Background: an optimization exercise with open tools, aiming at small area. Do not read the settings as production practice.
At most, simulation tests tie the RTL to the original design; equivalence was not proved.
Power figures rest on the tool's default switching activity, not on a simulated workload.

Setup of JK:
==> module pueo_and_n, before the edit <==
module pueo_and_n #(
  parameter int N     = 3,
  parameter int WIDTH = 73
) (
  input  logic [N-1:0][WIDTH-1:0] i_d,
  output logic [WIDTH-1:0]        o_and
);
  always_comb begin
    o_and = '1;
    for (int k = 0; k < N; k++) o_and = o_and & i_d[k];
  end
endmodule
==> module pueo_sel_join, before the edit <==
module pueo_sel_join #(
  parameter int WIDTH = 73
) (
  input  logic [5:0][WIDTH-1:0] i_n,
  output logic [WIDTH-1:0]      o_word
);
  logic [WIDTH-1:0] w_and3;
  pueo_and_n #(.N(3), .WIDTH(WIDTH)) u_and3 (
    .i_d   ({i_n[2], i_n[1], i_n[0]}),
    .o_and (w_and3)
  );
  assign o_word = ~(w_and3 & i_n[3] & i_n[4] & i_n[5]);
endmodule
==> module pueo_word_select, before the edit <==
module pueo_word_select #(
  parameter int DEPTH = 15,
  parameter int WIDTH = 73
) (
  input  logic [DEPTH-1:0][WIDTH-1:0] i_ring,
  input  logic [DEPTH-1:0]            i_rsel,   
  input  logic                        i_hold,
  input  logic [WIDTH-1:0]            i_cur,
  output logic [WIDTH-1:0]            o_word
);
  localparam int NG = (DEPTH + 2) / 3;
  logic [NG:0][WIDTH-1:0] w_part_n;
  for (genvar g = 0; g < NG; g++) begin : g_part
    localparam int N = (DEPTH - 3*g < 3) ? DEPTH - 3*g : 3;
    pueo_sel3_n #(.N(N), .WIDTH(WIDTH)) u_sel (
      .i_sel (i_rsel[3*g +: N]),
      .i_d   (i_ring[3*g +: N]),
      .o_n   (w_part_n[g])
    );
  end
  pueo_sel3_n #(.N(1), .WIDTH(WIDTH)) u_hold (
    .i_sel (i_hold),
    .i_d   (i_cur),
    .o_n   (w_part_n[NG])
  );
  pueo_sel_join #(.WIDTH(WIDTH)) u_join (
    .i_n    (w_part_n),
    .o_word (o_word)
  );
endmodule
clock: 5.0 ns
lec_check: 0
cap_margin: 20
core_margin: 2
core_utilization: 40
cts_buf_list: sky130_fd_sc_hd__clkbuf_8
cts_cluster_diameter: 60
cts_cluster_size: 16
slew_margin: 20
synth_hierarchical: 1
standard.sh (not shown) runs the stock make flow with config.mk's settings and CLKGATE_MAP_FILE= SYNTH_SCRIPT=/design/flow/synth_recipe.tcl, a recipe that flattens the netlist after the stock synthesis.
==> flow/flow/run.sh <==
#!/bin/bash
# Layout: the standard ORFS flow (standard.sh, with its standard synthesis),
# with two changes passed as ORFS variables:
#  - each port gets a sky130_fd_sc_hd__buf_1 buffer (buffer_ports -buffer_cell)
#    instead of the default port buffer cell;
#  - clock tree synthesis clusters sinks as config.mk's CTS settings do, and
#    inserts no dummy loads.
# make's full output goes to make.log; each ORFS step keeps its own log under orfs/logs/.
set -euo pipefail
CTS="-sink_clustering_enable -repair_clock_nets -sink_clustering_size 16 -sink_clustering_max_diameter 60 -buf_list sky130_fd_sc_hd__clkbuf_8 -dont_use_dummy_load"
bash standard.sh \
  "BUFFER_PORTS_ARGS=-buffer_cell sky130_fd_sc_hd__buf_1" \
  "CTS_ARGS=$CTS" \
  finish > make.log 2>&1
JK | status: complete | timing, DRC, antenna: pass
Input-level comparison between MS and JK:
--- a/flow/design.v
+++ b/flow/design.v
@@ -34,30 +34,18 @@
     o_n = ~o_n;
   end
 endmodule
-module pueo_and_n #(
-  parameter int N     = 3,
+module pueo_sel_join #(
+  parameter int N     = 6,
   parameter int WIDTH = 73
 ) (
-  input  logic [N-1:0][WIDTH-1:0] i_d,
-  output logic [WIDTH-1:0]        o_and
+  input  logic [N-1:0][WIDTH-1:0] i_n,
+  output logic [WIDTH-1:0]        o_word
 );
   always_comb begin
-    o_and = '1;
-    for (int k = 0; k < N; k++) o_and = o_and & i_d[k];
+    o_word = '1;
+    for (int k = 0; k < N; k++) o_word = o_word & i_n[k];
+    o_word = ~o_word;
   end
-endmodule
-module pueo_sel_join #(
-  parameter int WIDTH = 73
-) (
-  input  logic [5:0][WIDTH-1:0] i_n,
-  output logic [WIDTH-1:0]      o_word
-);
-  logic [WIDTH-1:0] w_and3;
-  pueo_and_n #(.N(3), .WIDTH(WIDTH)) u_and3 (
-    .i_d   ({i_n[2], i_n[1], i_n[0]}),
-    .o_and (w_and3)
-  );
-  assign o_word = ~(w_and3 & i_n[3] & i_n[4] & i_n[5]);
 endmodule
 module pueo_word_select #(
   parameter int DEPTH = 15,
@@ -84,7 +72,7 @@
     .i_d   (i_cur),
     .o_n   (w_part_n[NG])
   );
-  pueo_sel_join #(.WIDTH(WIDTH)) u_join (
+  pueo_sel_join #(.N(NG + 1), .WIDTH(WIDTH)) u_join (
     .i_n    (w_part_n),
     .o_word (o_word)
   );
Notes after the runs:
- Run comparison: MS end of the critical path r_rpos[0]; JK end of the critical path m_axis_tdata[65]
- XOR/XNOR share of the synthesized area of MS is on par with JK.
- JK → MS: setup slack has increased, post-route clock period utilization now smaller, transition time at the pin with the least slew margin up 0.0032 ns, combinational power increased 2.9%.

========
pueo_uram_readout_buffer with an RTL version that a note above also has.
Size in the first run: ~3600 cells after synthesis, roughly 1200 flip-flops, about 150 I/O pins, roughly 42000 um2 of cells after synthesis.
==> module pueo_uram_readout_buffer, before the edit <==
module pueo_uram_readout_buffer #(
  parameter int DEPTH     = 16,
  parameter int MARGIN    = pueo_uram_pkg::URAM_READ_MARGIN,
  parameter int FRAME_LEN = 1024,
  parameter int NBIT      = 12
) (
  input  logic                                  memclk,
  input  logic                                  memclk_rst_i,
  input  logic [NBIT*pueo_uram_pkg::URAM_SAMPLES_PER_WORD-1:0] in_tdata,
  input  logic                                  in_tvalid,
  output logic                                  in_tready,
  output logic [NBIT*pueo_uram_pkg::URAM_SAMPLES_PER_WORD-1:0] m_axis_tdata,
  output logic                                  m_axis_tvalid,
  input  logic                                  m_axis_tready,
  output logic                                  m_axis_tlast,
  output logic                                  overflow_o,
  output logic                                  frame_done_o
);
  localparam int WW = NBIT * pueo_uram_pkg::URAM_SAMPLES_PER_WORD;
  localparam int QD = DEPTH - 1;
  localparam int QW = $clog2(DEPTH);
  localparam int FW = $clog2(FRAME_LEN);
  logic [QD-1:0][WW:0] r_ring;   
  logic [WW:0]   r_tdata;        
  logic          r_tvalid;
  logic [QW-1:0] r_qcnt;
  logic [QW-1:0] r_wpos;
  logic [QW-1:0] r_wpos_n;       
  logic [QW-1:0] r_rpos;
  logic          r_in_tready;
  logic          r_overflow;
  logic          r_frame_done;
  logic [FW-1:0] r_frame_cnt;
  logic          w_pop, w_push, w_load, w_full, w_tvalid_next;
  logic [QW-1:0] w_qcnt_next, w_wpos_next;
  logic [QD-1:0] w_we, w_we_n, w_rsel;
  logic [QD-1:0][WW:0] w_ring_next;
  logic [WW:0]   w_rdata;
  assign w_pop         = r_tvalid && m_axis_tready;
  assign w_full        = r_tvalid && (r_qcnt == QW'(QD));
  assign w_push        = in_tvalid && (!w_full || w_pop);
  assign w_load        = (!r_tvalid || m_axis_tready) && (r_qcnt != '0);
  assign w_tvalid_next = (r_tvalid && !m_axis_tready) || (r_qcnt != '0);
  assign w_qcnt_next   = r_qcnt + QW'(w_push) - QW'(w_load);
  function automatic logic [QW-1:0] ring_step(input logic [QW-1:0] pos, input logic extra);
    logic [QW:0] sum;
    sum = {1'b0, pos} + (QW+1)'(1) + (QW+1)'(extra);
    ring_step = (sum >= (QW+1)'(QD)) ? QW'(sum - (QW+1)'(QD)) : QW'(sum);
  endfunction
  assign w_wpos_next = ring_step(r_wpos, w_push);
  always_comb begin
    for (int i = 0; i < QD; i++) begin
      w_we[i]   = w_push && (r_wpos == QW'(i));
      w_we_n[i] = !w_push || (~r_wpos_n != QW'(i));
      w_rsel[i] = w_load && (r_rpos == QW'(i));
    end
  end
  pueo_sync_fifo #(
    .DEPTH (QD),
    .WIDTH (WW)
  ) u_ring_next (
    .i_ring      (r_ring),
    .i_we        (w_we),
    .i_we_n      (w_we_n),
    .i_wdata     (in_tdata),
    .o_ring_next (w_ring_next)
  );
  pueo_word_select #(
    .DEPTH (QD),
    .WIDTH (WW + 1)
  ) u_select (
    .i_ring (r_ring),
    .i_rsel (w_rsel),
    .i_hold (!w_load),
    .i_cur  (r_tdata),
    .o_word (w_rdata)
  );
  always_ff @(posedge memclk) begin
    r_ring  <= w_ring_next;
    r_tdata <= w_rdata;
  end
  always_ff @(posedge memclk) begin
    if (memclk_rst_i) begin
      r_tvalid     <= 1'b0;
      r_qcnt       <= '0;
      r_wpos       <= '0;
      r_wpos_n     <= '1;
      r_rpos       <= QW'(QD - 1);
      r_in_tready  <= 1'b1;
      r_overflow   <= 1'b0;
      r_frame_done <= 1'b0;
      r_frame_cnt  <= '0;
    end else begin
      r_tvalid     <= w_tvalid_next;
      r_qcnt       <= w_qcnt_next;
      r_wpos       <= w_wpos_next;
      r_wpos_n     <= ~w_wpos_next;
      r_rpos       <= ring_step(r_rpos, w_load);
      r_in_tready  <= (int'(w_tvalid_next) + int'(w_qcnt_next)) <= DEPTH - MARGIN - 1;
      r_frame_done <= w_pop && m_axis_tlast;
      if (in_tvalid && !w_push) r_overflow <= 1'b1;
      if (w_pop) r_frame_cnt <= r_frame_cnt + FW'(1);
    end
  end
  assign in_tready     = r_in_tready;
  assign m_axis_tdata  = r_tdata[WW-1:0] ^ {WW{r_tdata[WW]}};
  assign m_axis_tvalid = r_tvalid;
  assign m_axis_tlast  = r_tvalid && (r_frame_cnt == FW'(FRAME_LEN - 1));
  assign overflow_o    = r_overflow;
  assign frame_done_o  = r_frame_done;
endmodule
clock: 5.0 ns
lec_check: 0
cap_margin: 20
core_margin: 2
core_utilization: 40
cts_buf_list: sky130_fd_sc_hd__clkbuf_8
cts_cluster_diameter: 60
cts_cluster_size: 16
slew_margin: 20
synth_hierarchical: 1
run.sh (not shown) runs the stock make flow with config.mk's settings and CLKGATE_MAP_FILE= SYNTH_SCRIPT=/design/flow/synth_recipe.tcl, a recipe that flattens the netlist after the stock synthesis.
Stock flow here: none of the scripts above is used.
Then changed:
--- a/flow/design.v
+++ b/flow/design.v
@@ -129,9 +129,9 @@
   assign w_wpos_next = ring_step(r_wpos, w_push);
   always_comb begin
     for (int i = 0; i < QD; i++) begin
       w_we[i]   = w_push && (r_wpos == QW'(i));
-      w_we_n[i] = !w_push || (~r_wpos_n != QW'(i));
+      w_we_n[i] = !w_push || (r_wpos_n != ~QW'(i));
       w_rsel[i] = w_load && (r_rpos == QW'(i));
     end
   end
   pueo_sync_fifo #(
Final area drops by 0.60%.
Clock power goes down by about 3%.
Synthesized area is about the same.
Setup slack loses 14 ps.
Final cell count barely changes.
Combinational power went down by about 3%.
Total power is lower by about 1.5%.
No functional check of the RTL was part of the second run of this note.

## separate check: timing with driven ports
How much do the figures lean on ideal ports? The routed layouts below were timed once more, with nothing changed but the port constraints. Step 1: set_driving_cell puts a clkbuf_16 on memclk and a buf_2 on each other input, an assumption about the parent block. Step 2 times the ports against the registers' clock, not the clock port: input delays grow and output delays shrink by t, the midpoint of the rising clock arrivals with the driver on. Three values: ideal ports, drivers, drivers and shift; two values: the first two.
run | t (ns) | setup slack, ns | worst setup path at the end | latest minus earliest clock arrival (ns) | cell pins on the clock port's net
JK | 0.799 | 1.265 / 1.195 / 0.971 | input to register | 0.102 / 0.102 | 1
MS | 0.786 | 1.286 / 1.286 / 0.888 | input to register | 0.118 / 0.118 | 1
the first run of note 2 | 0.827 | 0.929 / 0.860 / 0.862 | input to register | 0.047 / 0.046 | 1
the second run of note 2 | 0.819 | 0.915 / 0.851 / 0.596 | input to register | 0.071 / 0.070 | 1
After both steps setup and hold are still met in every run listed. The setup slack of MS, which loses most, moves by 0.000 ns with the drivers and by -0.398 ns with both steps.
